This design comes from an exercise in tuning for small area, a short achievable clock period and few clock cycles per item on the open sky130 flow, not from production work. At most, simulation tests tie the RTL to the original design; equivalence was not proved. For runs 1 to 3 and 5, only the layout was checked, not whether the RTL still works. No activity file was given, so power comes from the tool's default toggle rates.

File: config.mk
export PLATFORM = sky130hd
export DESIGN_NAME = second_chance_expiry_table_core
export DESIGN_NICKNAME = second_chance_expiry_table_core
export VERILOG_FILES = /design/flow/design.v
export SDC_FILE = /design/flow/constraint.sdc
export NUM_CORES = 4
export LEC_CHECK = 0
export CAP_MARGIN = 20
export CORE_MARGIN = 2
export CORE_UTILIZATION = 60
export SETUP_SLACK_MARGIN = 2.5
export SLEW_MARGIN = 20
File: constraint.sdc
create_clock -name core_clock -period 5.0 [get_ports {aclk}]
set_input_delay 1.0000 -clock core_clock [delete_from_list [all_inputs] [get_ports {aclk}]]
set_output_delay 1.0000 -clock core_clock [all_outputs]
set_load 0.01 [all_outputs]
File: design.v
package scet_pkg;
    localparam int KEY_W     = 64;
    localparam int VALUE_W   = 32;
    localparam int OPCODE_W  = 2;
    localparam int COUNT_W   = 5;
    localparam int S_DATA_W  = 96;
    localparam int M_DATA_W  = 8;
    localparam int ENTRIES_DEF    = 16;
    localparam int KEY_BITS_DEF   = 64;
    localparam int VALUE_BITS_DEF = 32;
    typedef logic [OPCODE_W-1:0] opcode_t;
    localparam opcode_t OP_INSERT = 2'd0;
    localparam opcode_t OP_REMOVE = 2'd1;
    localparam opcode_t OP_SEARCH = 2'd2;
    localparam opcode_t OP_PRUNE  = 2'd3;
    typedef logic [COUNT_W-1:0] count_t;
    localparam count_t COUNT_MAX = 5'd31;
endpackage
module scet_ram #(
    parameter int WIDTH = 8,
    parameter int DEPTH = 16
) (
    input  logic                   aclk,
    input  logic [DEPTH-1:0]       we,
    input  logic [WIDTH-1:0]       wdata,
    output logic [DEPTH*WIDTH-1:0] rdata
);
    logic [WIDTH-1:0] mem [DEPTH];
    always_ff @(posedge aclk) begin
        for (int i = 0; i < DEPTH; i++) begin
            if (we[i]) begin
                mem[i] <= wdata;
            end
        end
    end
    always_comb begin
        for (int i = 0; i < DEPTH; i++) begin
            rdata[i*WIDTH +: WIDTH] = mem[i];
        end
    end
endmodule
import scet_pkg::*;
module second_chance_expiry_table_core
#(
    parameter int ENTRIES    = scet_pkg::ENTRIES_DEF,
    parameter int KEY_BITS   = scet_pkg::KEY_BITS_DEF,
    parameter int VALUE_BITS = scet_pkg::VALUE_BITS_DEF
) (
    input  logic                aclk,
    input  logic                aresetn,
    input  logic                s_tvalid,
    output logic                s_tready,
    input  logic [scet_pkg::S_DATA_W-1:0] s_tdata,    
    input  logic [scet_pkg::OPCODE_W-1:0] s_tuser,    
    output logic                m_tvalid,
    input  logic                m_tready,
    output logic [scet_pkg::M_DATA_W-1:0] m_tdata     
);
    localparam int RES_W = 2 + scet_pkg::COUNT_W;   
    localparam int QD    = 3;                       
    logic [KEY_BITS-1:0]   key_in;
    logic [VALUE_BITS-1:0] val_in;
    logic                  rdy_reg;
    logic                  acc;
    assign key_in = s_tdata[KEY_BITS-1:0];
    assign val_in = s_tdata[scet_pkg::KEY_W +: VALUE_BITS];
    assign acc    = s_tvalid && rdy_reg;
    logic [ENTRIES-1:0]            valid_reg, recent_reg, hit_reg;
    logic [ENTRIES-1:0]            valid_next, recent_next, hit_next;
    logic [ENTRIES*KEY_BITS-1:0]   keys;
    logic [ENTRIES*VALUE_BITS-1:0] vals;
    logic [ENTRIES-1:0]            key_we, val_we;
    logic [ENTRIES-1:0]    keq_a, veq_a;
    logic                  vB_reg;
    scet_pkg::opcode_t     opB_reg;
    logic [ENTRIES-1:0]    keqB_reg, veqB_reg;
    logic [VALUE_BITS-1:0] valB_reg;
    logic                  sameB_reg;
    logic [ENTRIES-1:0]    wprev_reg;
    always_comb begin
        for (int i = 0; i < ENTRIES; i++) begin
            keq_a[i] = (keys[i*KEY_BITS +: KEY_BITS] == key_in);
            veq_a[i] = (vals[i*VALUE_BITS +: VALUE_BITS] == val_in);
        end
    end
    always_ff @(posedge aclk) begin
        opB_reg   <= s_tuser;
        keqB_reg  <= keq_a;
        veqB_reg  <= veq_a;
        valB_reg  <= val_in;
        sameB_reg <= (val_in == valB_reg);
        wprev_reg <= val_we;
    end
    scet_ram #(.WIDTH(KEY_BITS), .DEPTH(ENTRIES)) u_keys (
        .aclk(aclk), .we(key_we), .wdata(key_in), .rdata(keys)
    );
    scet_ram #(.WIDTH(VALUE_BITS), .DEPTH(ENTRIES)) u_vals (
        .aclk(aclk), .we(val_we), .wdata(valB_reg), .rdata(vals)
    );
    assign key_we = ~valid_next;
    logic [ENTRIES-1:0] match, veq, ffree, setm;
    logic               found, anyfree, vhit;
    logic               is_ins, is_rem, is_srch, is_prn;
    assign is_ins  = vB_reg && (opB_reg == OP_INSERT);
    assign is_rem  = vB_reg && (opB_reg == OP_REMOVE);
    assign is_srch = vB_reg && (opB_reg == OP_SEARCH);
    assign is_prn  = vB_reg && (opB_reg == OP_PRUNE);
    assign match = valid_reg & keqB_reg;
    assign veq   = (wprev_reg & {ENTRIES{sameB_reg}}) | (~wprev_reg & veqB_reg);
    always_comb begin
        for (int i = 0; i < ENTRIES; i++) begin
            ffree[i] = !valid_reg[i];
            for (int j = 0; j < i; j++) begin
                if (!valid_reg[j]) ffree[i] = 1'b0;
            end
        end
    end
    assign found   = |match;
    assign anyfree = ~&valid_reg;
    assign vhit    = |(match & veq);
    assign val_we = is_ins ? (match | ffree) : '0;
    always_comb begin
        setm        = '0;
        valid_next  = valid_reg;
        recent_next = recent_reg;
        hit_next    = hit_reg;
        if (is_ins) setm = found ? match : ffree;
        if (is_srch) setm = match;
        if (is_rem) begin
            valid_next  = valid_reg & ~match;
        end
        if (is_prn) begin
            valid_next  = valid_reg & recent_reg;
            recent_next = recent_reg & hit_reg;
            hit_next    = '0;
        end
        valid_next  = valid_next | (is_ins ? setm : '0);
        recent_next = recent_next | setm;
        hit_next    = hit_next | setm;
    end
    scet_pkg::count_t c1_reg, c2_reg, c3_reg;
    scet_pkg::count_t c1_next, c2_next, c3_next;
    scet_pkg::count_t c1_dn, c2_dn, c3_dn, c3_up;
    logic             f1, f2, f3;    
    logic             up3, dn3, act;
    assign act = is_ins || is_srch || is_rem;
    assign f1  = act && |(match & ~recent_reg);
    assign f2  = act && |(match & recent_reg & ~hit_reg);
    assign f3  = act && |(match & recent_reg & hit_reg);
    assign up3 = (is_srch && (f1 || f2)) ||
                 (is_ins && (f1 || f2 || (!found && anyfree)));
    assign dn3 = is_rem && f3;
    assign c1_dn = c1_reg - 5'd1;
    assign c2_dn = c2_reg - 5'd1;
    assign c3_dn = c3_reg - 5'd1;
    assign c3_up = c3_reg + 5'd1;
    always_comb begin
        if (is_prn) begin
            c1_next = c2_reg;
            c2_next = c3_reg;
            c3_next = '0;
        end else begin
            c1_next = f1 ? c1_dn : c1_reg;
            c2_next = f2 ? c2_dn : c2_reg;
            c3_next = up3 ? c3_up : dn3 ? c3_dn : c3_reg;
        end
    end
    logic [RES_W-1:0] res;
    logic [RES_W-1:0] q_reg [QD];
    logic [1:0]       qn_reg, qn_keep, qn_next;
    logic             deliv;
    always_comb begin
        res = '0;
        unique case (opB_reg)
            OP_INSERT: res = {scet_pkg::count_t'(0), !found && !anyfree, !found};
            OP_REMOVE: res = {scet_pkg::count_t'(0), 1'b0, found};
            OP_SEARCH: res = {scet_pkg::count_t'(0), 1'b0, vhit};
            OP_PRUNE:  res = {c1_reg, 1'b0, 1'b0};
        endcase
    end
    assign deliv   = (qn_reg != 2'd0) && m_tready;
    assign qn_keep = qn_reg - 2'(deliv);
    assign qn_next = qn_keep + 2'(vB_reg);
    always_ff @(posedge aclk) begin
        for (int i = 0; i < QD; i++) begin
            if (vB_reg && qn_keep == i) begin
                q_reg[i] <= res;
            end else if (deliv && i + 1 < QD) begin
                q_reg[i] <= q_reg[i+1];
            end
        end
    end
    always_ff @(posedge aclk) begin
        if (!aresetn) begin
            vB_reg     <= 1'b0;
            rdy_reg    <= 1'b1;
            qn_reg     <= 2'd0;
            valid_reg  <= '0;
            recent_reg <= '0;
            hit_reg    <= '0;
            c1_reg     <= '0;
            c2_reg     <= '0;
            c3_reg     <= '0;
        end else begin
            vB_reg     <= acc;
            rdy_reg    <= (3'(acc) + 3'(qn_next)) < 3'(QD);
            qn_reg     <= qn_next;
            valid_reg  <= valid_next;
            recent_reg <= recent_next;
            hit_reg    <= hit_next;
            c1_reg     <= c1_next;
            c2_reg     <= c2_next;
            c3_reg     <= c3_next;
        end
    end
    assign s_tready = rdy_reg;
    assign m_tvalid = (qn_reg != 2'd0);
    assign m_tdata  = {1'b0, q_reg[0]};
endmodule
File: run.sh
#!/bin/bash
# synth_recipe.tcl (not shown) runs the flow's synth.tcl, then flattens the netlist and writes it again
# the make line also repeats each setting of config.mk as NAME=value (left out here)
make -C /OpenROAD-flow-scripts/flow DESIGN_CONFIG=/design/flow/config.mk WORK_HOME=/design/flow/orfs CLKGATE_MAP_FILE= SYNTH_SCRIPT=/design/flow/synth_recipe.tcl finish
==> results.txt, run 1 <==
Crit path required time: 5660 ps
final setup TNS: 0 ps
PortBufs: 110
total grt overflow: 0
fin crit share: 55.42%
clock latency (worst-skew pair): 790 ps
max FFs per register: 1024
Die Ht: 346.6 um
residual DRC count: 0
crit path capture type: flip-flop
DIE AREA: 0.1202 mm2
DRT Pass-1 Iters: 5
Critical Path, Cell by Cell: nand3b_1 -> o2111ai_1 -> nor4_4 -> nor2_2 -> o31a_4 -> buf_6 -> fa_2 -> inv_2 -> a21o_1 -> a21oi_2 -> mux2i_4 -> mux2i_1
drt wl/cell: 32.21 um
Final Max Slew Viols: 0
Cell Pwr Density: 381.3 mW/mm2
layout cells sized above 1: 17.11%
Largest stage delay, worst path: 400 ps
area share of the largest cell type after synthesis: 66.37%
Multi-input gate area: 0.02087 mm2
pre-CTS setup slack: 741.7 ps
vias: 40641
endpoints failing setup: 0
die extent in x: 346.6 um
Fin. Hold Viols: 0
Relative slew margins: 24.47%
leading area contributor after synthesis: edfxtp_1
CP delay by family, top: compound AO/OA/AOI/OAI gates
Startpoint Class: flip-flop
Root Buffer Master: clkbuf_16
number of synthesized flops with an enable pin: 1557
worst vdd ir: 0.0004245 V
Crit Path Class: reg -> reg
TritonCTS clock tree: built
sequential-to-total area share from yosys stat: 70.63%
H-tree depth: 4
Synth Register Bits: 1707
first-pass GRT wire length: 294900 um
syn nets: 4628
sequential cell area: 0.04986 mm2
Initial Utilization: 60.54%
reg2reg setup slack: 2230 ps
leakage power: 30.44 nW
Mean Syn Cell Area: 15.60 um2
count of different cell masters after synthesis: 59
DR iter-0 viols: 4796
Placed Instance Area: 0.07499 mm2
# clock sinks: 1707
dominant cell by count in the synthesized netlist: xor2_1
Max Fclk: 0.3609 GHz
RSZ-0062 raised after global routing: yes
Cells after Synth: 4516
Synth top cells by count: 1572 x xor2_1, 1557 x edfxtp_1, 412 x nor4_1
Hold Path Class: reg -> reg
# IOs: 112
Rows: 125
worst setup margin: 2229 ps
asr flop ratio synth: 0%
core area: 0.1164 mm2
final net count: 5067
CTS Buffer Depth: 3
max-cap viol count: 0
final instance area: 0.08287 mm2
antenna violations before repair: 7
vias in the first global route: 39269
Synth warnings: 6
status: no timing/DRC/antenna violations
Post-Synthesis Cell Area: 0.07044 mm2
CTS clk-pin slew, worst paths: 60 ps
Crit path buffers/inverters: 2
area delta synth->final: 17.65%
critical path fanouts, max: 5
Worst-Margin Slew: 1133 ps
Worst Clk Skew: 34.13 ps
dominant synthesized flop cell: edfxtp_1
largest net degree at the start of global routing: 66
min cycle time layout: 2771 ps
drt via density: 6.137
GR Util All Layers: 35.16%
CTS buffer count: 171
WL final: 213300 um
CP max-delay cell: dfxtp_2
number of fill cells: 7649
hpwl dp: 132200 um
leading post-synthesis cells by cell area: edfxtp_1 66%, xor2_1 20%, dfxtp_1 4.3%
ANT nets after route: 0
WP data arrival: 3430 ps
GPL Wtd Cong: 0.9401
[path summary, 6_finish.rpt]
| check | cells after the start | endpoint | from |
|---|---|---|---|
| max | 12 | c3_reg[4]$_SDFFE_PP0P_ | keqB_reg[11]$_DFF_P_ |
| min | 0 | u_vals.mem[11][21]$_DFFE_PP_ | valB_reg[21]$_DFF_P_ |
| max reg2reg | 12 | c3_reg[4]$_SDFFE_PP0P_ | keqB_reg[11]$_DFF_P_ |
| min reg2reg | 0 | u_vals.mem[11][21]$_DFFE_PP_ | valB_reg[21]$_DFF_P_ |
[placed cells by master (no fill, tap or decap), drive strengths merged, types with 9 or more instances in the layout]
cell type / n
mux2i: 20
clkdlybuf4s50: 12
dlygate4sd2: 17
o22ai: 13
edfxtp: 1557
o21ai: 72
nand3b: 15
xor2: 1572
nor4: 413
ha: 9
nor2: 49
buf: 426
nand4b: 12
clkinv: 55
a21oi: 85
dfxtp: 150
nand4: 116
nand2: 90
inv: 24
bufinv: 15
clkbuf: 258
nand3: 21
[area by class of cell]
class / instances / area share [%]
Timing Repair Buffer: 480 / 5.465
Tap cell: 1524 / 2.301
Antenna cell: 1 / 0.003020
Clock buffer: 236 / 5.847
Clock inverter: 79 / 0.9451
Multi-Input combinational cell: 2575 / 25.19
Inverter: 20 / 0.09360
Sequential cell: 1707 / 60.16
[report_power, final]
| part | total (mW) | leakage (nW) | switching (mW) | internal [mW] |
|---|---|---|---|---|
| Sequential | 16.4 | 16.9 | 0.242 | 16.1 |
| Clock | 12.9 | 2.74 | 5.36 | 7.54 |
| Combinational | 2.34 | 10.8 | 1.52 | 0.821 |
[metal layers]
| layer | vias to the layer above | wire (um) | global-route usage (%) |
|---|---|---|---|
| met1 | 20788 | 80850 | 45.00 |
| met5 | - | 0 | 0 |
| li1 | 17467 | - | - |
| met2 | 1948 | 104100 | 58.91 |
| met3 | 438 | 15430 | 5.304 |
| met4 | 0 | 12910 | 17.60 |
[metrics by stage]
step | hold slack [ps] | cells | utilization (%) | power [mW]
floorplan | 443.2 | 4516 | - | 17.88
global placement | 413.3 | 6198 | 64.37 | 18.89
detailed placement | 417.6 | 6202 | 64.44 | 18.93
CTS | 432.4 | 6586 | 70.59 | 31.68
global route | 442.8 | 6621 | 71.22 | 32.45
finish | 431.4 | 6622 | 71.22 | 31.60
[worst register-to-register path, stage by stage (launching register included)]
cell and delay, ps:
dfxtp_2 400, nand3b_1 160, o2111ai_1 200, nor4_4 350
nor2_2 80, o31a_4 380, buf_6 130, fa_2 380
inv_2 60, a21o_1 120, a21oi_2 70, mux2i_4 180
mux2i_1 130
[cell families (layout without fill, tap and decap cells)]
family	count (synthesis)	count (layout)	synth area share, %
XOR/XNOR	1579	1579	19.63
flip-flops	1707	1707	70.63
AND/OR/NAND/NOR	754	754	6.314
adder cells (fa/ha/maj)	10	10	0.1883
AO/OA/AOI/OAI	195	209	1.540
buffers and inverters	248	815	1.352
other	1	2	0.005323
multiplexers	22	22	0.3339
[what timing repair did]
| action | CTS | global route |
|---|---|---|
| resized for setup | 233 | 92 |
| endpoints found under the setup margin | 1528 | 948 |
| hold buffers | 0 | 0 |
| buffers inserted | 55 | 22 |
| cloned | 14 | 13 |
| pin swaps | 37 | 33 |
==> inputs of run 2 (changes only) <==
--- a/design.v
+++ b/design.v
@@ -70,26 +70,20 @@
     logic [ENTRIES*KEY_BITS-1:0]   keys;
     logic [ENTRIES*VALUE_BITS-1:0] vals;
     logic [ENTRIES-1:0]            key_we, val_we;
-    logic [ENTRIES-1:0]    keq_a, veq_a;
+    logic [ENTRIES-1:0]    keq_a;
     logic                  vB_reg;
     scet_pkg::opcode_t     opB_reg;
-    logic [ENTRIES-1:0]    keqB_reg, veqB_reg;
+    logic [ENTRIES-1:0]    keqB_reg;
     logic [VALUE_BITS-1:0] valB_reg;
-    logic                  sameB_reg;
-    logic [ENTRIES-1:0]    wprev_reg;
     always_comb begin
         for (int i = 0; i < ENTRIES; i++) begin
             keq_a[i] = (keys[i*KEY_BITS +: KEY_BITS] == key_in);
-            veq_a[i] = (vals[i*VALUE_BITS +: VALUE_BITS] == val_in);
         end
     end
     always_ff @(posedge aclk) begin
         opB_reg   <= s_tuser;
         keqB_reg  <= keq_a;
-        veqB_reg  <= veq_a;
         valB_reg  <= val_in;
-        sameB_reg <= (val_in == valB_reg);
-        wprev_reg <= val_we;
     end
     scet_ram #(.WIDTH(KEY_BITS), .DEPTH(ENTRIES)) u_keys (
         .aclk(aclk), .we(key_we), .wdata(key_in), .rdata(keys)
@@ -98,7 +92,8 @@
         .aclk(aclk), .we(val_we), .wdata(valB_reg), .rdata(vals)
     );
     assign key_we = ~valid_next;
-    logic [ENTRIES-1:0] match, veq, ffree, setm;
+    logic [ENTRIES-1:0] match, ffree, setm;
+    logic [VALUE_BITS-1:0] fval;
     logic               found, anyfree, vhit;
     logic               is_ins, is_rem, is_srch, is_prn;
     assign is_ins  = vB_reg && (opB_reg == OP_INSERT);
@@ -106,7 +101,12 @@
     assign is_srch = vB_reg && (opB_reg == OP_SEARCH);
     assign is_prn  = vB_reg && (opB_reg == OP_PRUNE);
     assign match = valid_reg & keqB_reg;
-    assign veq   = (wprev_reg & {ENTRIES{sameB_reg}}) | (~wprev_reg & veqB_reg);
+    always_comb begin
+        fval = '0;
+        for (int i = 0; i < ENTRIES; i++) begin
+            fval = fval | (vals[i*VALUE_BITS +: VALUE_BITS] & {VALUE_BITS{match[i]}});
+        end
+    end
     always_comb begin
         for (int i = 0; i < ENTRIES; i++) begin
             ffree[i] = !valid_reg[i];
@@ -117,7 +117,7 @@
     end
     assign found   = |match;
     assign anyfree = ~&valid_reg;
-    assign vhit    = |(match & veq);
+    assign vhit    = found && (fval == valB_reg);
     assign val_we = is_ins ? (match | ffree) : '0;
     always_comb begin
         setm        = '0;
--- a/config.mk
+++ b/config.mk
@@ -8,5 +8,4 @@
 export CAP_MARGIN = 20
 export CORE_MARGIN = 2
 export CORE_UTILIZATION = 60
-export SETUP_SLACK_MARGIN = 2.5
 export SLEW_MARGIN = 20
==> run 2 against run 1 <==
  * Clock skew down 8.9 ps
  * Via count down 1.2%
  * Combinational power down 28%
  * Setup slack worse by 1100 ps
  * Maximum frequency down 28%
  * Hold slack better by 60 ps
  * Design area down 6.8%
  * First-iteration DRC count down 2.3%
==> results.txt, run 2 <==
leading area contributor after synthesis: edfxtp_1
GPL Wtd Cong: 0.9283
first-pass GRT wire length: 273700 um
power share of the combinational group: 5.6%
vias: 40147
Final Max Slew Viols: 0
TritonCTS clock tree: built
PostCTS Resize Cnt: 0
max FFs per register: 1024
Sw Share: 21.78%
clock latency (worst-skew pair): 790 ps
Worst Clk Skew: 25.24 ps
WL final: 192000 um
largest net degree at the start of global routing: 66
Worst-Margin Slew: 1183 ps
hpwl dp: 121000 um
area share of the largest cell type after synthesis: 69.00%
DIE AREA: 0.1156 mm2
Cell Pwr Density: 387.4 mW/mm2
Post-Route Utilization: 68.86%
min cycle time layout: 3870 ps
# IOs: 112
leakage power: 27.42 nW
Startpoint Class: flip-flop
ANT nets after route: 0
GR Util All Layers: 33.19%
Initial Utilization: 60.39%
pre-CTS setup slack: 1105 ps
CTS Buffer Depth: 3
clock group share of total power: 40.6%
CTS clk-pin slew, worst paths: 60 ps
Hold Path Class: reg -> reg
# clock sinks: 1674
fin crit share: 77.40%
die extent in x: 340.1 um
final setup TNS: 0 ps
antenna cells: 0
Synth top cells by count: 1557 x edfxtp_1, 983 x xor2_1, 515 x nand3_1
syn nets: 4591
H-tree depth: 4
RSZ-0062 raised after global routing: no
sequential-to-total area share from yosys stat: 72.46%
count of different cell masters after synthesis: 63
status: no timing/DRC/antenna violations
Crit Path Class: reg -> reg
antenna violations before repair: 5
Max Fclk: 0.2584 GHz
area delta synth->final: 14.01%
drt wl/cell: 30.15 um
hold buffers post-CTS: 0
vias in the first global route: 38570
Mean Syn Cell Area: 15.13 um2
Rows: 123
leading post-synthesis cells by cell area: edfxtp_1 69%, xor2_1 13%, nand3_1 3.8%
Root Buffer Master: clkbuf_16
Power Internal: 23.41 mW
Die Ht: 340.1 um
dominant synthesized flop cell: edfxtp_1
crit path capture type: flip-flop
asr flop ratio synth: 0%
DRT Pass-1 Iters: 13
residual DRC count: 0
dominant cell by count in the synthesized netlist: edfxtp_1
Crit path required time: 5440 ps
max-cap viol count: 0
final instance area: 0.07725 mm2
Cells after Synth: 4479
endpoints failing setup: 0
Fin. Hold Viols: 0
DR iter-0 viols: 4687
drt via density: 6.304
final net count: 4843
post-CTS setup buffers: 0
most frequent cells in the layout: 1557 x edfxtp_1, 983 x xor2_1, 514 x nand3_1
worst setup margin: 1130 ps
PortBufs: 110
Reg power frac: 53.8%
Synth Register Bits: 1674
CTS buffer count: 168
total grt overflow: 0
Relative slew margins: 20.51%
core area: 0.1122 mm2
most common cell after layout, fill and taps aside: edfxtp_1
P_sw: 6.517 mW
worst vdd ir: 0.0003939 V
layout cells sized above 1: 12.86%
Synth warnings: 6
Post-Synthesis Cell Area: 0.06776 mm2
number of synthesized flops with an enable pin: 1557
WP data arrival: 4310 ps
critical path fanouts, max: 31
Placed Instance Area: 0.07194 mm2
==> run 2: cell count changes in the layout (fill, tap and decap cells not counted), sizes merged, moves of 40 or more <==
cell | previous run | this run
xor2 | 1572 | 983
o21ai | 72 | 25
xnor2 | 7 | 78
buf | 426 | 317
nand3 | 21 | 515
nand4 | 116 | 208
nor4 | 413 | 301
clkbuf | 258 | 218
==> run 2: power by group through the flow <==
stage          combinational, mW  sequential, mW  clock, mW
3_3_place_gp                1.65            16.4          0
2_1_floorplan              0.939            16.4          0
5_1_grt                     1.82            16.2       12.8
3_5_place_dp                1.68            16.4          0
4_1_cts                     1.69            16.1       12.3
6_report                    1.68            16.1       12.1
==> run 2: kinds of logic (layout without fill, tap and decap cells) <==
| group | count (synthesis) | after routing | synth area share (%) |
|---|---|---|---|
| buffers and inverters | 309 | 699 | 1.821 |
| AOI/OAI and AO/OA | 190 | 190 | 1.824 |
| adders and majority gates | 10 | 10 | 0.1957 |
| and+or+nand+nor | 1229 | 1229 | 9.901 |
| muxes | 5 | 5 | 0.07756 |
| other | 1 | 1 | 0.005534 |
| DFF | 1674 | 1674 | 72.46 |
| xor gates and xnor gates | 1061 | 1061 | 13.71 |
==> run 2: area by class of cell <==
cell class	count	area (um2)
well taps	1500	1877
clock inverters	90	656.9
flip-flops and latches	1674	49140
multi-input cells	2496	17730
fillers	7596	34940
repair buffers	364	3123
clock buffers	218	4632
inverters	27	101.3
==> run 2: critical path, stage by stage, from the launching register on <==
cell and delay [ps]:
dfxtp_2 610, nand2_1 290, nand4_1 160, or3_1 520, o21ai_1 170, buf_4 230
nor2_1 60, a21oi_1 300, a2bb2oi_4 640, buf_4 450
==> run 2: metal layers <==
metal  part of all wire, %  GRT usage, %
met1                    40         45.09
met2                    49         55.00
met3                   7.2         4.290
met4                   4.0         13.11
met5                0.0068             0
==> run 2: metrics by stage <==
step	power, mW	std cells	hold slack [ps]
after floorplan	17.29	4479	449.3
after global routing	30.78	6369	521.4
after global placement	18.04	6059	476.9
after detailed placement	18.08	6060	489.9
after CTS	30.07	6368	497.9
final	29.93	6369	491.2
==> run 2: worst paths after layout <==
| path | start | endpoint | slack, ps | cells after the start |
|---|---|---|---|---|
| max | keqB_reg[2]$_DFF_P_ | u_keys.mem[14][24]$_DFFE_PN_ | 1130 | 9 |
| min | rdy_reg$_SDFF_PN1_ | vB_reg$_SDFF_PN0_ | 490 | 1 |
| max reg2reg | keqB_reg[2]$_DFF_P_ | u_keys.mem[14][24]$_DFFE_PN_ | 1130 | 9 |
| min reg2reg | rdy_reg$_SDFF_PN1_ | vB_reg$_SDFF_PN0_ | 490 | 1 |
==> inputs of run 3 (changes only) <==
--- a/design.v
+++ b/design.v
@@ -92,7 +92,9 @@
         .aclk(aclk), .we(val_we), .wdata(valB_reg), .rdata(vals)
     );
     assign key_we = ~valid_next;
-    logic [ENTRIES-1:0] match, ffree, setm;
+    logic [ENTRIES-1:0] match, setm;
+    logic [ENTRIES-1:0] cand_reg, cand_next;    
+    logic [ENTRIES-1:0] low_other, low_kept;
     logic [VALUE_BITS-1:0] fval;
     logic               found, anyfree, vhit;
     logic               is_ins, is_rem, is_srch, is_prn;
@@ -107,24 +109,35 @@
             fval = fval | (vals[i*VALUE_BITS +: VALUE_BITS] & {VALUE_BITS{match[i]}});
         end
     end
-    always_comb begin
+    function automatic logic [ENTRIES-1:0] lowest(input logic [ENTRIES-1:0] x);
+        logic [ENTRIES-1:0] r;
+        logic               seen;
+        r    = '0;
+        seen = 1'b0;
         for (int i = 0; i < ENTRIES; i++) begin
-            ffree[i] = !valid_reg[i];
-            for (int j = 0; j < i; j++) begin
-                if (!valid_reg[j]) ffree[i] = 1'b0;
-            end
-        end
+            r[i] = x[i] && !seen;
+            seen = seen || x[i];
+        end
+        lowest = r;
+    endfunction
+    assign low_other = lowest(~valid_reg & ~cand_reg);       
+    assign low_kept  = lowest(~(valid_reg & recent_reg));    
+    always_comb begin
+        cand_next = cand_reg;
+        if (is_ins && !found && anyfree) cand_next = low_other;
+        if (is_rem && !anyfree) cand_next = match;
+        if (is_prn) cand_next = low_kept;
     end
     assign found   = |match;
     assign anyfree = ~&valid_reg;
     assign vhit    = found && (fval == valB_reg);
-    assign val_we = is_ins ? (match | ffree) : '0;
+    assign val_we = is_ins ? (match | cand_reg) : '0;
     always_comb begin
         setm        = '0;
         valid_next  = valid_reg;
         recent_next = recent_reg;
         hit_next    = hit_reg;
-        if (is_ins) setm = found ? match : ffree;
+        if (is_ins) setm = found ? match : cand_reg;
         if (is_srch) setm = match;
         if (is_rem) begin
             valid_next  = valid_reg & ~match;
@@ -139,10 +152,10 @@
         hit_next    = hit_next | setm;
     end
     scet_pkg::count_t c1_reg, c2_reg, c3_reg;
-    scet_pkg::count_t c1_next, c2_next, c3_next;
-    scet_pkg::count_t c1_dn, c2_dn, c3_dn, c3_up;
+    scet_pkg::count_t c1_now;
     logic             f1, f2, f3;    
     logic             up3, dn3, act;
+    logic             f1C_reg, f2C_reg, up3C_reg, dn3C_reg, prnC_reg;
     assign act = is_ins || is_srch || is_rem;
     assign f1  = act && |(match & ~recent_reg);
     assign f2  = act && |(match & recent_reg & ~hit_reg);
@@ -150,19 +163,31 @@
     assign up3 = (is_srch && (f1 || f2)) ||
                  (is_ins && (f1 || f2 || (!found && anyfree)));
     assign dn3 = is_rem && f3;
-    assign c1_dn = c1_reg - 5'd1;
-    assign c2_dn = c2_reg - 5'd1;
-    assign c3_dn = c3_reg - 5'd1;
-    assign c3_up = c3_reg + 5'd1;
-    always_comb begin
-        if (is_prn) begin
-            c1_next = c2_reg;
-            c2_next = c3_reg;
-            c3_next = '0;
+    assign c1_now = prnC_reg ? c2_reg : f1C_reg ? c1_reg - 5'd1 : c1_reg;
+    always_ff @(posedge aclk) begin
+        if (!aresetn) begin
+            f1C_reg  <= 1'b0;
+            f2C_reg  <= 1'b0;
+            up3C_reg <= 1'b0;
+            dn3C_reg <= 1'b0;
+            prnC_reg <= 1'b0;
+            c1_reg   <= '0;
+            c2_reg   <= '0;
+            c3_reg   <= '0;
         end else begin
-            c1_next = f1 ? c1_dn : c1_reg;
-            c2_next = f2 ? c2_dn : c2_reg;
-            c3_next = up3 ? c3_up : dn3 ? c3_dn : c3_reg;
+            f1C_reg  <= f1;
+            f2C_reg  <= f2;
+            up3C_reg <= up3;
+            dn3C_reg <= dn3;
+            prnC_reg <= is_prn;
+            c1_reg   <= c1_now;
+            if (prnC_reg) begin
+                c2_reg <= c3_reg;
+                c3_reg <= '0;
+            end else begin
+                c2_reg <= f2C_reg ? c2_reg - 5'd1 : c2_reg;
+                c3_reg <= up3C_reg ? c3_reg + 5'd1 : dn3C_reg ? c3_reg - 5'd1 : c3_reg;
+            end
         end
     end
     logic [RES_W-1:0] res;
@@ -175,7 +200,7 @@
             OP_INSERT: res = {scet_pkg::count_t'(0), !found && !anyfree, !found};
             OP_REMOVE: res = {scet_pkg::count_t'(0), 1'b0, found};
             OP_SEARCH: res = {scet_pkg::count_t'(0), 1'b0, vhit};
-            OP_PRUNE:  res = {c1_reg, 1'b0, 1'b0};
+            OP_PRUNE:  res = {c1_now, 1'b0, 1'b0};
         endcase
     end
     assign deliv   = (qn_reg != 2'd0) && m_tready;
@@ -196,21 +221,17 @@
             rdy_reg    <= 1'b1;
             qn_reg     <= 2'd0;
             valid_reg  <= '0;
+            cand_reg   <= ENTRIES'(1);
             recent_reg <= '0;
             hit_reg    <= '0;
-            c1_reg     <= '0;
-            c2_reg     <= '0;
-            c3_reg     <= '0;
         end else begin
             vB_reg     <= acc;
             rdy_reg    <= (3'(acc) + 3'(qn_next)) < 3'(QD);
             qn_reg     <= qn_next;
             valid_reg  <= valid_next;
+            cand_reg   <= cand_next;
             recent_reg <= recent_next;
             hit_reg    <= hit_next;
-            c1_reg     <= c1_next;
-            c2_reg     <= c2_next;
-            c3_reg     <= c3_next;
         end
     end
     assign s_tready = rdy_reg;
--- a/config.mk
+++ b/config.mk
@@ -8,4 +8,5 @@
 export CAP_MARGIN = 20
 export CORE_MARGIN = 2
 export CORE_UTILIZATION = 60
+export SETUP_SLACK_MARGIN = 2.5
 export SLEW_MARGIN = 20
==> run 3 against run 2 <==
  * Power is 3.2% higher
  * Design area is 12% higher
  * Global-route usage is 7.2 points higher
  * Final cell count is 8.1% higher
  * Clock skew is 10 ps higher
  * Setup slack better by 860 ps
  * Die area is 1.4% higher
  * Hold slack better by 2.2 ps
  * Non-clock buffer count is 354 higher
==> results.txt, run 3 <==
Rows: 124
Critical Path, Cell by Cell: buf_12 -> buf_8 -> buf_6 -> nand3_1 -> nand4_1 -> nor4_2 -> xnor2_1 -> nor4_2 -> nand4_1 -> o31ai_4 -> mux2_4
GPL Wtd Cong: 0.9765
residual DRC count: 0
drt wl/cell: 34.66 um
core area: 0.1140 mm2
sequential-to-total area share from yosys stat: 72.04%
crit path capture type: flip-flop
worst r2r src: valid_reg[7]$_SDFF_PN0_
area share of the largest cell type after synthesis: 68.02%
Synth warnings: 6
Fin. Hold Viols: 0
RSZ-0062 raised after global routing: yes
Cells after Synth: 4626
worst r2r path cells: 11
GR Util All Layers: 40.41%
final instance area: 0.08621 mm2
Largest stage delay, worst path: 440 ps
final net count: 5348
WP data arrival: 3690 ps
asr flop ratio synth: 0%
total grt overflow: 0
endpoints failing setup: 0
Mean Syn Cell Area: 14.86 um2
compound-cell area share of the yosys netlist: 2.259%
Initial Utilization: 60.27%
final setup TNS: 0 ps
hold path depth: 1
antenna violations before repair: 4
DRT Pass-1 Iters: 11
number of fill cells: 6787
Final Max Slew Viols: 0
Startpoint Class: flip-flop
WL final: 238700 um
ANT nets after route: 0
# IOs: 112
combinational family with the most area after synthesis: XOR/XNOR gates
Worst Hold Slack: 493.5 ps
H-tree depth: 4
DR iter-0 viols: 6565
Critical Path Start: valid_reg[7]$_SDFF_PN0_
Root Buffer Master: clkbuf_16
Synth Register Bits: 1695
critical path fanouts, max: 7
dominant synthesized flop cell: edfxtp_1
count of different cell masters after synthesis: 58
clock latency (worst-skew pair): 820 ps
CTS Buffer Depth: 3
max FFs per register: 1024
worst vdd ir: 0.0004027 V
leading post-synthesis cells by cell area: edfxtp_1 68%, xor2_1 13%, dfxtp_1 4.0%
Relative slew margins: 28.17%
WHS Endpoint: vB_reg$_SDFF_PN0_
Crit path buffers/inverters: 3
Placed Instance Area: 0.07263 mm2
number of synthesized flops with an enable pin: 1557
status: no timing/DRC/antenna violations
TritonCTS clock tree: built
drt via density: 6.593
Crit Path Class: reg -> reg
leakage power: 31.60 nW
Worst Clk Skew: 35.33 ps
first-pass GRT wire length: 327800 um
hold wc startpoint: rdy_reg$_SDFF_PN1_
# clock sinks: 1695
largest net degree at the start of global routing: 43
CP max-delay cell: nor4_2
Worst-Margin Slew: 1073 ps
reg2reg setup slack: 1990 ps
layout cells sized above 1: 21.49%
leading area contributor after synthesis: edfxtp_1
most common cell after layout, fill and taps aside: edfxtp_1
most frequent cells in the layout: 1557 x edfxtp_1, 1029 x xor2_1, 465 x nand3_1
CTS clk-pin slew, worst paths: 60 ps
Max Fclk: 0.3326 GHz
syn nets: 4738
hold buffers post-CTS: 0
multiplexer area fraction after synthesis: 0.08010%
Post-Synthesis Cell Area: 0.06873 mm2
min cycle time layout: 3007 ps
simple-gate share of the synthesized area: 10.11%
fin crit share: 60.14%
adder-cell share of the synthesized area: 0.1930%
CTS buffer count: 171
Hold Path Class: reg -> reg
Die Ht: 342.5 um
FF-to-FF End: q_reg[0][0]$_DFFE_PP_
area delta synth->final: 25.43%
DIE AREA: 0.1173 mm2
vias: 45410
max-cap viol count: 0
hpwl dp: 125100 um
XOR/XNOR Fraction of Synth Area: 13.61%
Crit path required time: 5680 ps
die extent in x: 342.5 um
vias in the first global route: 43054
CP delay by family, top: simple AND/OR/NAND/NOR gates
PortBufs: 110
dominant cell by count in the synthesized netlist: edfxtp_1
Cell Pwr Density: 358.3 mW/mm2
Synth top cells by count: 1557 x edfxtp_1, 1030 x xor2_1, 473 x nand3_1
## run 3: cell types whose count changed in the layout (fill, tap and decap cells not counted), sizes merged, moves of 34 or more
| cell | previous run | this run |
|---|---|---|
| clkbuf | 218 | 252 |
| nor2 | 84 | 141 |
| xnor2 | 78 | 38 |
| nand3 | 515 | 473 |
| nand2 | 61 | 96 |
| xor2 | 983 | 1030 |
| a21oi | 63 | 100 |
| buf | 317 | 651 |
| a22oi | 16 | 50 |
## run 3: layer usage
metal | global-route usage [%] | wire [um] | vias up
met5 | 0 | 18 | -
met4 | 27.20 | 20850 | 2
met3 | 9.720 | 26950 | 900
met2 | 62.56 | 107900 | 3299
met1 | 50.93 | 83060 | 22561
li1 | - | - | 18648
## run 3: what timing repair did
| action | CTS | global route |
|---|---|---|
| gates resized for setup | 511 | 150 |
| cloned | 127 | 14 |
| pin swaps | 87 | 67 |
| hold endpoints to repair | 0 | 0 |
| setup endpoints to repair | 1592 | 1181 |
| setup buffers | 192 | 46 |
## run 3: layout make-up
class	count	area [um2]	area share [%]
Clock buffer	232	4728	5.484
Tap cell	1512	1892	2.194
Antenna cell	1	2.502	0.002903
Multi-Input combinational cell	2635	19440	22.55
Sequential cell	1695	49630	57.57
Timing Repair Buffer	718	9901	11.48
Clock inverter	80	560.5	0.6502
Inverter	15	56.30	0.06531
## run 3: how the worst max path moves through the flow
| stage | end | slack [ps] | cells past startpoint |
|---|---|---|---|
| detailed placement | q_reg[0][0]$_DFFE_PP_ | 840 | 9 |
| floorplan | u_keys.mem[15][0]$_DFFE_PN_ | 1560 | 8 |
| finish | q_reg[0][0]$_DFFE_PP_ | 1990 | 11 |
| global route | u_keys.mem[2][9]$_DFFE_PN_ | 2000 | 15 |
| CTS | q_reg[0][0]$_DFFE_PP_ | 2100 | 10 |
| global placement | keqB_reg[11]$_DFF_P_ | 1050 | 5 |
## run 3: cell families after synthesis
group	Yosys count
DFF	1695
and+or+nand+nor	1294
xor gates and xnor gates	1068
buffers and inverters	306
AOI/OAI and AO/OA	247
adders and majority gates	10
muxes	5
other	1
## run 3: power breakdown
part	total (mW)	leakage, nW	switching (mW)	internal [mW]
sequential	16.4	16.8	0.340	16.1
combinational	2.16	12.2	1.32	0.842
clock	12.3	2.59	5.36	6.92
total	30.9	31.6	7.02	23.9
## run 3: through the flow
stage	cells	power, mW	worst slack (ps)	util [%]
CTS	6827	30.82	2096	74.42
global route	6887	31.66	2003	75.60
finish	6888	30.89	1993	75.60
floorplan	4626	17.73	1564	-
detailed placement	6196	18.58	842.1	63.69
global placement	6196	18.54	1048	63.69
==> inputs of run 4 (changes only) <==
--- a/design.v
+++ b/design.v
@@ -57,7 +57,7 @@
     output logic [scet_pkg::M_DATA_W-1:0] m_tdata     
 );
     localparam int RES_W = 2 + scet_pkg::COUNT_W;   
-    localparam int QD    = 3;                       
+    localparam int QD    = 4;                       
     logic [KEY_BITS-1:0]   key_in;
     logic [VALUE_BITS-1:0] val_in;
     logic                  rdy_reg;
@@ -96,7 +96,7 @@
     logic [ENTRIES-1:0] cand_reg, cand_next;    
     logic [ENTRIES-1:0] low_other, low_kept;
     logic [VALUE_BITS-1:0] fval;
-    logic               found, anyfree, vhit;
+    logic               found, anyfree;
     logic               is_ins, is_rem, is_srch, is_prn;
     assign is_ins  = vB_reg && (opB_reg == OP_INSERT);
     assign is_rem  = vB_reg && (opB_reg == OP_REMOVE);
@@ -124,22 +124,21 @@
     assign low_kept  = lowest(~(valid_reg & recent_reg));    
     always_comb begin
         cand_next = cand_reg;
-        if (is_ins && !found && anyfree) cand_next = low_other;
+        if (is_ins && anyfree) cand_next = (low_other != '0) ? low_other : match;
         if (is_rem && !anyfree) cand_next = match;
         if (is_prn) cand_next = low_kept;
     end
     assign found   = |match;
     assign anyfree = ~&valid_reg;
-    assign vhit    = found && (fval == valB_reg);
-    assign val_we = is_ins ? (match | cand_reg) : '0;
+    assign val_we = is_ins ? (anyfree ? cand_reg : match) : '0;
     always_comb begin
         setm        = '0;
         valid_next  = valid_reg;
         recent_next = recent_reg;
         hit_next    = hit_reg;
-        if (is_ins) setm = found ? match : cand_reg;
+        if (is_ins) setm = anyfree ? cand_reg : match;
         if (is_srch) setm = match;
-        if (is_rem) begin
+        if (is_rem || (is_ins && anyfree)) begin
             valid_next  = valid_reg & ~match;
         end
         if (is_prn) begin
@@ -190,26 +189,35 @@
             end
         end
     end
-    logic [RES_W-1:0] res;
-    logic [RES_W-1:0] q_reg [QD];
-    logic [1:0]       qn_reg, qn_keep, qn_next;
-    logic             deliv;
+    logic [RES_W-1:0]      res, resC_reg, resq;
+    logic                  vC_reg, srchC_reg, foundC_reg;
+    logic [VALUE_BITS-1:0] vdiffC_reg;
     always_comb begin
         res = '0;
         unique case (opB_reg)
             OP_INSERT: res = {scet_pkg::count_t'(0), !found && !anyfree, !found};
             OP_REMOVE: res = {scet_pkg::count_t'(0), 1'b0, found};
-            OP_SEARCH: res = {scet_pkg::count_t'(0), 1'b0, vhit};
+            OP_SEARCH: res = '0;
             OP_PRUNE:  res = {c1_now, 1'b0, 1'b0};
         endcase
     end
-    assign deliv   = (qn_reg != 2'd0) && m_tready;
-    assign qn_keep = qn_reg - 2'(deliv);
-    assign qn_next = qn_keep + 2'(vB_reg);
+    always_ff @(posedge aclk) begin
+        resC_reg   <= res;
+        srchC_reg  <= (opB_reg == OP_SEARCH);
+        foundC_reg <= found;
+        vdiffC_reg <= fval ^ valB_reg;
+    end
+    assign resq = srchC_reg ? RES_W'(foundC_reg && !(|vdiffC_reg)) : resC_reg;
+    logic [RES_W-1:0] q_reg [QD];
+    logic [2:0]       qn_reg, qn_keep, qn_next;
+    logic             deliv;
+    assign deliv   = (qn_reg != 3'd0) && m_tready;
+    assign qn_keep = qn_reg - 3'(deliv);
+    assign qn_next = qn_keep + 3'(vC_reg);
     always_ff @(posedge aclk) begin
         for (int i = 0; i < QD; i++) begin
-            if (vB_reg && qn_keep == i) begin
-                q_reg[i] <= res;
+            if (vC_reg && qn_keep == i) begin
+                q_reg[i] <= resq;
             end else if (deliv && i + 1 < QD) begin
                 q_reg[i] <= q_reg[i+1];
             end
@@ -218,15 +226,17 @@
     always_ff @(posedge aclk) begin
         if (!aresetn) begin
             vB_reg     <= 1'b0;
+            vC_reg     <= 1'b0;
             rdy_reg    <= 1'b1;
-            qn_reg     <= 2'd0;
+            qn_reg     <= 3'd0;
             valid_reg  <= '0;
             cand_reg   <= ENTRIES'(1);
             recent_reg <= '0;
             hit_reg    <= '0;
         end else begin
             vB_reg     <= acc;
-            rdy_reg    <= (3'(acc) + 3'(qn_next)) < 3'(QD);
+            vC_reg     <= vB_reg;
+            rdy_reg    <= (3'(acc) + 3'(vB_reg) + qn_next) < 3'(QD);
             qn_reg     <= qn_next;
             valid_reg  <= valid_next;
             cand_reg   <= cand_next;
@@ -235,6 +245,6 @@
         end
     end
     assign s_tready = rdy_reg;
-    assign m_tvalid = (qn_reg != 2'd0);
+    assign m_tvalid = (qn_reg != 3'd0);
     assign m_tdata  = {1'b0, q_reg[0]};
 endmodule
--- a/config.mk
+++ b/config.mk
@@ -8,5 +8,7 @@
 export CAP_MARGIN = 20
 export CORE_MARGIN = 2
 export CORE_UTILIZATION = 60
+export CTS_CLUSTER_DIAMETER = 80
+export CTS_CLUSTER_SIZE = 30
 export SETUP_SLACK_MARGIN = 2.5
 export SLEW_MARGIN = 20
==> run 4 against run 3 <==
  * Sequential power up 3%
  * Maximum frequency up 17%
  * Flip-flop and latch count up 50
  * Power down 14%
  * Clock power down 38%
  * Synthesized cell count down 6.6%
  * Clock skew down 3.9 ps
  * First-iteration DRC count down 33%
  * Count of clock-buffer cells in the layout down 130
  * Final cell count down 12%
  * Highest routed layer is now met4
==> results.txt, run 4 <==
status: no timing/DRC/antenna violations
largest net degree at the start of global routing: 65
Initial Utilization: 60.55%
Relative slew margins: 27.91%
Worst Hold Slack: 486.8 ps
leading post-synthesis cells by cell area: edfxtp_1 68%, xor2_1 11%, dfxtp_1 5.2%
most frequent cells in the layout: 1564 x edfxtp_1, 885 x xor2_1, 241 x nor4_1
power share of the combinational group: 7.3%
Root Buffer Master: clkbuf_16
crit path capture type: flip-flop
antenna violations before repair: 1
core area: 0.1143 mm2
Crit Path Class: reg -> reg
# IOs: 112
area share of the largest cell type after synthesis: 67.83%
CTS clk-pin slew, worst paths: 120 ps
layout cells sized above 1: 11.41%
area delta synth->final: 10.18%
Worst Clk Skew: 31.43 ps
CP max-delay cell: or4_4
Post-Route Utilization: 66.71%
Cells after Synth: 4320
H-tree depth: 3
Synth Register Bits: 1745
Cell Pwr Density: 346.9 mW/mm2
DRT Pass-1 Iters: 6
Die Ht: 343.7 um
Fin. Hold Viols: 0
most common cell after layout, fill and taps aside: edfxtp_1
Placed Instance Area: 0.07245 mm2
ANT nets after route: 0
Total Power: 26.47 mW
hold buffers post-CTS: 0
Post-Synthesis Cell Area: 0.06924 mm2
final setup TNS: 0 ps
final net count: 4589
max FFs per register: 1024
number of synthesized flops with an enable pin: 1564
CP delay by family, top: simple AND/OR/NAND/NOR gates
Largest stage delay, worst path: 640 ps
CTS buffer count: 73
die extent in x: 343.7 um
Sw Share: 22.88%
hold wc startpoint: hit_reg[15]$_SDFF_PN0_
P_sw: 6.055 mW
reg2reg setup slack: 2420 ps
Crit path required time: 5420 ps
worst vdd ir: 0.0003105 V
worst r2r src: valid_reg[0]$_SDFF_PN0_
vias: 37987
GPL Wtd Cong: 0.8969
min cycle time layout: 2578 ps
drt via density: 6.287
Biggest register: u_keys.mem
count of different cell masters after synthesis: 66
Critical Path, Cell by Cell: nand4_1 -> or4_4 -> buf_4 -> nand2_2 -> a21oi_4 -> nor2_4 -> buf_12 -> buf_12 -> bufbuf_16
DIE AREA: 0.1181 mm2
Startpoint Class: flip-flop
# clock sinks: 1745
residual DRC count: 0
Power Internal: 20.41 mW
Critical Path Start: valid_reg[0]$_SDFF_PN0_
antenna cells: 0
Hold Path Class: reg -> reg
total grt overflow: 0
DR iter-0 viols: 4427
Worst-Margin Slew: 1072 ps
CP most frequent cell: buf_12
leading area contributor after synthesis: edfxtp_1
dominant cell by count in the synthesized netlist: edfxtp_1
Crit path buffers/inverters: 4
endpoints failing setup: 0
TritonCTS clock tree: built
Max Fclk: 0.3880 GHz
CTS Buffer Depth: 3
dominant synthesized flop cell: edfxtp_1
leakage power: 26.51 nW
Synth top cells by count: 1564 x edfxtp_1, 885 x xor2_1, 250 x nor4_1
first-pass GRT wire length: 257700 um
syn nets: 4433
RSZ-0062 raised after global routing: yes
max-cap viol count: 0
sequential-to-total area share from yosys stat: 73.06%
WP data arrival: 3000 ps
fin crit share: 51.55%
hpwl dp: 104800 um
critical path fanouts, max: 9
PortBufs: 110
Synth warnings: 6
Final Max Slew Viols: 0
WL final: 181600 um
Mean Syn Cell Area: 16.03 um2
number of fill cells: 7992
drt wl/cell: 30.06 um
Rows: 124
clock group share of total power: 28.7%
final instance area: 0.07628 mm2
GR Util All Layers: 30.49%
Reg power frac: 64.0%
clock latency (worst-skew pair): 700 ps
vias in the first global route: 36024
asr flop ratio synth: 0%
[run 4: cell types whose count changed after synthesis, moves of 30 or more]
cell / before / now
nand3_1: 473 / 29
xor2_1: 1030 / 885
xnor2_1: 38 / 172
a22o_1: 7 / 133
a221oi_1: 10 / 134
clkbuf_1: 251 / 154
nor2_1: 138 / 57
nor4_1: 313 / 250
nand4_1: 202 / 155
a22oi_1: 50 / 4
dfxtp_1: 138 / 181
o21a_1: 1 / 31
[run 4: power by group through the flow]
stage | clock network (mW) | logic [mW] | registers [mW]
2_1_floorplan | 0 | 1.12 | 17.2
3_3_place_gp | 0 | 1.83 | 17.3
3_5_place_dp | 0 | 1.85 | 17.3
4_1_cts | 7.71 | 1.89 | 16.9
5_1_grt | 8.13 | 2.08 | 17.0
6_report | 7.60 | 1.92 | 16.9
[run 4: what timing repair did]
action	CTS	global route
pin swaps	14	9
buffers inserted	31	12
endpoints found under the setup margin	1666	1375
resized for setup	153	85
endpoints found under the hold margin	0	0
gates cloned	8	7
[run 4: final timing paths]
| kind | end | cells past startpoint |
|---|---|---|
| hold reg to reg | hit_reg[15]$_SDFF_PN0_ | 2 |
| setup reg to reg | u_keys.mem[8][24]$_DFFE_PN_ | 9 |
| hold / removal | hit_reg[15]$_SDFF_PN0_ | 2 |
| setup / recovery | u_keys.mem[8][24]$_DFFE_PN_ | 9 |
[run 4: worst min-delay path, stage by stage, from the launching register on]
cell and delay [ps]:
dfxtp_1 340, nand2_1 60, a21oi_1 50
[run 4: per-layer routing]
metal  up-vias  routed length, um  global-route usage [%]
li1      16697                  -                       -
met1     19466              73560                   42.14
met2      1541              90980                   52.54
met3       283              11920                   3.067
met4         0               5187                   7.396
met5         -                  0                       0
[run 4: stage by stage]
step | setup WS (ps) | cells
floorplan | 1863 | 4320
global placement | 1487 | 5855
detailed placement | 1469 | 5855
CTS | 2412 | 6023
global route | 2389 | 6042
finish | 2422 | 6042
[run 4: cells by family (layout without fill, tap and decap cells)]
| group | after synthesis | in the layout | share of synthesized area [%] |
|---|---|---|---|
| AO/OA/AOI/OAI | 528 | 528 | 5.667 |
| AND/OR/NAND/NOR | 680 | 682 | 5.687 |
| adder cells (fa/ha/maj) | 11 | 11 | 0.2096 |
| flip-flops | 1745 | 1745 | 73.06 |
| multiplexers | 25 | 25 | 0.4066 |
| buffers and inverters | 273 | 481 | 1.590 |
| XOR/XNOR | 1057 | 1057 | 13.37 |
| other | 1 | 1 | 0.005416 |
[run 4: cell type report]
class | count | area (um2) | area share [%]
clock inverter | 27 | 359.1 | 0.4707
tap | 1512 | 1892 | 2.480
clock buffer | 102 | 1967 | 2.578
sequential | 1745 | 50650 | 66.39
inverter | 29 | 111.4 | 0.1460
multi-input combinational | 2304 | 18060 | 23.68
timing repair buffer | 323 | 3243 | 4.251
Testbench counts of run 4, summed over its fixed seeds: cycles 4,024, items 4,000.
==> inputs of run 5 (changes only) <==
--- a/design.v
+++ b/design.v
@@ -70,14 +70,19 @@
     logic [ENTRIES*KEY_BITS-1:0]   keys;
     logic [ENTRIES*VALUE_BITS-1:0] vals;
     logic [ENTRIES-1:0]            key_we, val_we;
-    logic [ENTRIES-1:0]    keq_a;
+    localparam int KP = 4;                  
+    localparam int KPW = KEY_BITS / KP;
+    logic [ENTRIES*KP-1:0] keq_a;
     logic                  vB_reg;
     scet_pkg::opcode_t     opB_reg;
-    logic [ENTRIES-1:0]    keqB_reg;
+    logic [ENTRIES*KP-1:0] keqB_reg;
+    logic [ENTRIES-1:0]    keqB;
     logic [VALUE_BITS-1:0] valB_reg;
     always_comb begin
         for (int i = 0; i < ENTRIES; i++) begin
-            keq_a[i] = (keys[i*KEY_BITS +: KEY_BITS] == key_in);
+            for (int j = 0; j < KP; j++) begin
+                keq_a[i*KP+j] = (keys[i*KEY_BITS+j*KPW +: KPW] == key_in[j*KPW +: KPW]);
+            end
         end
     end
     always_ff @(posedge aclk) begin
@@ -97,12 +102,18 @@
     logic [ENTRIES-1:0] low_other, low_kept;
     logic [VALUE_BITS-1:0] fval;
     logic               found, anyfree;
+    logic               anyfree_reg;         
     logic               is_ins, is_rem, is_srch, is_prn;
     assign is_ins  = vB_reg && (opB_reg == OP_INSERT);
     assign is_rem  = vB_reg && (opB_reg == OP_REMOVE);
     assign is_srch = vB_reg && (opB_reg == OP_SEARCH);
     assign is_prn  = vB_reg && (opB_reg == OP_PRUNE);
-    assign match = valid_reg & keqB_reg;
+    always_comb begin
+        for (int i = 0; i < ENTRIES; i++) begin
+            keqB[i] = &keqB_reg[i*KP +: KP];
+        end
+    end
+    assign match = valid_reg & keqB;
     always_comb begin
         fval = '0;
         for (int i = 0; i < ENTRIES; i++) begin
@@ -129,7 +140,7 @@
         if (is_prn) cand_next = low_kept;
     end
     assign found   = |match;
-    assign anyfree = ~&valid_reg;
+    assign anyfree = anyfree_reg;
     assign val_we = is_ins ? (anyfree ? cand_reg : match) : '0;
     always_comb begin
         setm        = '0;
@@ -210,8 +221,9 @@
     assign resq = srchC_reg ? RES_W'(foundC_reg && !(|vdiffC_reg)) : resC_reg;
     logic [RES_W-1:0] q_reg [QD];
     logic [2:0]       qn_reg, qn_keep, qn_next;
+    logic             mv_reg;
     logic             deliv;
-    assign deliv   = (qn_reg != 3'd0) && m_tready;
+    assign deliv   = mv_reg && m_tready;
     assign qn_keep = qn_reg - 3'(deliv);
     assign qn_next = qn_keep + 3'(vC_reg);
     always_ff @(posedge aclk) begin
@@ -229,7 +241,9 @@
             vC_reg     <= 1'b0;
             rdy_reg    <= 1'b1;
             qn_reg     <= 3'd0;
+            mv_reg     <= 1'b0;
             valid_reg  <= '0;
+            anyfree_reg <= 1'b1;
             cand_reg   <= ENTRIES'(1);
             recent_reg <= '0;
             hit_reg    <= '0;
@@ -238,13 +252,15 @@
             vC_reg     <= vB_reg;
             rdy_reg    <= (3'(acc) + 3'(vB_reg) + qn_next) < 3'(QD);
             qn_reg     <= qn_next;
+            mv_reg     <= (qn_next != 3'd0);
             valid_reg  <= valid_next;
+            anyfree_reg <= ~&valid_next;
             cand_reg   <= cand_next;
             recent_reg <= recent_next;
             hit_reg    <= hit_next;
         end
     end
     assign s_tready = rdy_reg;
-    assign m_tvalid = (qn_reg != 3'd0);
+    assign m_tvalid = mv_reg;
     assign m_tdata  = {1'b0, q_reg[0]};
 endmodule
==> run 5 against run 4 <==
  * Sequential share of layout area increased by 0.96 points
  * Global-route usage fell by 1.5 points
  * Combinational power about the same
  * Register-to-register slack lost 60 ps
  * Setup slack lost 57 ps
  * Non-clock buffer count decreased by 52
  * Routed wire length is 3.7% lower
  * Synthesized cell count rose by 3.4%
  * First-iteration DRC count shrank 6.3%
  * Critical endpoint is now anyfree_reg$_SDFF_PN1_
  * Largest cell class unchanged
==> results.txt, run 5 <==
RSZ-0062 raised after global routing: yes
pre-CTS setup slack: 1420 ps
layout cells sized above 1: 10.18%
vias in the first global route: 36366
critical path fanouts, max: 15
most frequent cells in the layout: 1564 x edfxtp_1, 1063 x xnor2_1, 298 x nand4_1
Synth warnings: 6
GR Util All Layers: 28.96%
Placed Instance Area: 0.07316 mm2
Max Fclk: 0.3795 GHz
DIE AREA: 0.1196 mm2
min cycle time layout: 2635 ps
drt via density: 6.129
vias: 37932
status: no timing/DRC/antenna violations
CTS buffer count: 76
final setup TNS: 0 ps
DR iter-0 viols: 4146
number of synthesized flops with an enable pin: 1564
Startpoint Class: flip-flop
leading area contributor after synthesis: edfxtp_1
most common cell after layout, fill and taps aside: edfxtp_1
number of fill cells: 8161
max FFs per register: 1024
Mean Syn Cell Area: 15.69 um2
max-cap viol count: 0
total grt overflow: 0
hpwl dp: 95260 um
Synth Register Bits: 1795
final net count: 4713
leakage power: 24.93 nW
PortBufs: 110
area share of the largest cell type after synthesis: 67.02%
Die Ht: 345.8 um
Cell Pwr Density: 354.8 mW/mm2
Total Power: 27.19 mW
Crit path required time: 5600 ps
syn nets: 4581
drt wl/cell: 28.25 um
TritonCTS clock tree: built
largest net degree at the start of global routing: 61
DRT Pass-1 Iters: 6
dominant synthesized flop cell: edfxtp_1
crit path capture type: flip-flop
fin crit share: 52.70%
clock latency (worst-skew pair): 710 ps
worst setup margin: 2365 ps
CTS Buffer Depth: 3
Final Max Slew Viols: 0
worst vdd ir: 0.0003296 V
GPL Wtd Cong: 0.9213
Cells after Synth: 4468
Initial Utilization: 60.39%
Hold Path Class: reg -> reg
leading post-synthesis cells by cell area: edfxtp_1 67%, xnor2_1 13%, dfxtp_1 6.6%
Synth top cells by count: 1564 x edfxtp_1, 1065 x xnor2_1, 298 x nand4_1
Worst-Margin Slew: 988.1 ps
ANT nets after route: 0
sequential-to-total area share from yosys stat: 73.61%
core area: 0.1160 mm2
area delta synth->final: 9.378%
residual DRC count: 0
# IOs: 112
Crit Path Class: reg -> reg
die extent in x: 345.8 um
antenna violations before repair: 5
Root Buffer Master: clkbuf_16
Relative slew margins: 34.13%
endpoints failing setup: 0
asr flop ratio synth: 0%
Fin. Hold Viols: 0
Rows: 125
first-pass GRT wire length: 252300 um
WP data arrival: 3240 ps
Post-Synthesis Cell Area: 0.07008 mm2
final instance area: 0.07665 mm2
CTS clk-pin slew, worst paths: 110 ps
count of different cell masters after synthesis: 65
Worst Clk Skew: 45.46 ps
H-tree depth: 3
# clock sinks: 1795
dominant cell by count in the synthesized netlist: edfxtp_1
WL final: 174900 um
## run 5: cells by family after synthesis
kind of cell / after synthesis / share of synthesized area (%)
AO/OA/AOI/OAI: 485 / 4.715
XOR/XNOR: 1073 / 13.41
adder cells (fa/ha/maj): 11 / 0.2071
buffers and inverters: 268 / 1.471
flip-flops: 1795 / 73.61
multiplexers: 4 / 0.06248
other: 1 / 0.005351
AND/OR/NAND/NOR: 831 / 6.515
## run 5: through the flow
step,instances,util [%],hold WS (ps)
2_1_floorplan,4468,-,454.2
4_1_cts,6177,65.90,487.6
3_3_place_gp,5980,63.02,469.5
3_5_place_dp,5981,63.04,475.4
5_1_grt,6188,66.05,515.0
6_report,6189,66.05,488.2
## run 5: where the power goes
| part | internal [mW] | switching, mW | total, mW |
|---|---|---|---|
| Clock | 3.30 | 4.60 | 7.91 |
| Combinational | 0.872 | 1.07 | 1.95 |
| Sequential | 17.0 | 0.362 | 17.3 |
| Total | 21.2 | 6.04 | 27.2 |
## run 5: path summary, 6_finish.rpt
kind                          from                      to  cells after the start  slack (ps)
max             opB_reg[1]$_DFF_P_  anyfree_reg$_SDFF_PN1_                      7        2370
min          hit_reg[8]$_SDFF_PN0_   hit_reg[8]$_SDFF_PN0_                      2         490
max reg2reg     opB_reg[1]$_DFF_P_  anyfree_reg$_SDFF_PN1_                      7        2370
min reg2reg  hit_reg[8]$_SDFF_PN0_   hit_reg[8]$_SDFF_PN0_                      2         490
## run 5: worst max-delay path: stages, from the launching register on
cell	delay, ps
dfxtp_4	430
nor4bb_4	340
buf_6	220
nand2_1	340
o21a_2	440
nor4_1	280
nand4_1	120
or3_1	370
## run 5: timing repair
item | CTS | global route
hold buffers | 0 | 0
setup buffers | 34 | 9
pin swaps | 20 | 2
resized for setup | 111 | 27
endpoints found under the setup margin | 1541 | 449
cloned | 20 | 2
## run 5: per-layer routing
metal  global-route usage (%)  wire length [um]  up-vias
met5                        0                12        -
met4                    7.735              4480        2
met3                    4.782             12370      247
met2                    45.69             81360     1397
met1                    42.29             76640    19348
li1                         -                 -    16938
## run 5: layout make-up
cell class	count	area [um2]	area share, %
Antenna cell	1	2.502	0.003265
Clock buffer	116	2147	2.801
Clock inverter	26	391.6	0.5109
Inverter	31	141.4	0.1844
Multi-Input combinational cell	2423	18250	23.81
Sequential cell	1795	51630	67.36
Tap cell	1524	1907	2.488
Timing Repair Buffer	271	2165	2.824
Timing Repair inverter	2	15.01	0.01959

-- re-timing with driven ports --
The results above use ideal ports. As a check the final layouts listed here were re-extracted and re-timed, cells and wires unchanged.
Step 1: set_driving_cell puts a clkbuf_16 on aclk and a buf_2 on each other input, an assumption about the parent block.
Step 2 moves the port delays by t, midway between the first and last clock arrival at a register: inputs arrive t later, outputs are due t later. That takes back most of the time a late clock gives input paths.
Three values: ideal, step 1, step 2; two values: the first two.
| run | t (ns) | slack for setup (ns) | worst setup path at the end | worst data-port slew with drivers (ns) | pins driven straight from the clock port |
|---|---|---|---|---|---|
| run 1 | 0.851 | 2.229 / 2.229 / 1.595 | input to register | 0.08 | 1 |
| run 2 | 0.855 | 1.130 / 1.130 / 1.130 | register to register | 0.05 | 1 |
| run 3 | 0.885 | 1.993 / 1.993 / 1.641 | input to register | 0.06 | 1 |
| run 4 | 0.767 | 2.422 / 2.384 / 1.741 | input to register | 0.07 | 1 |
| run 5 | 0.767 | 2.365 / 2.365 / 1.883 | input to register | 0.10 | 1 |
After both steps every run listed still meets setup and hold. For run 4, which loses most, drivers alone change the setup slack by -0.038 ns; drivers and shift together by -0.681 ns.
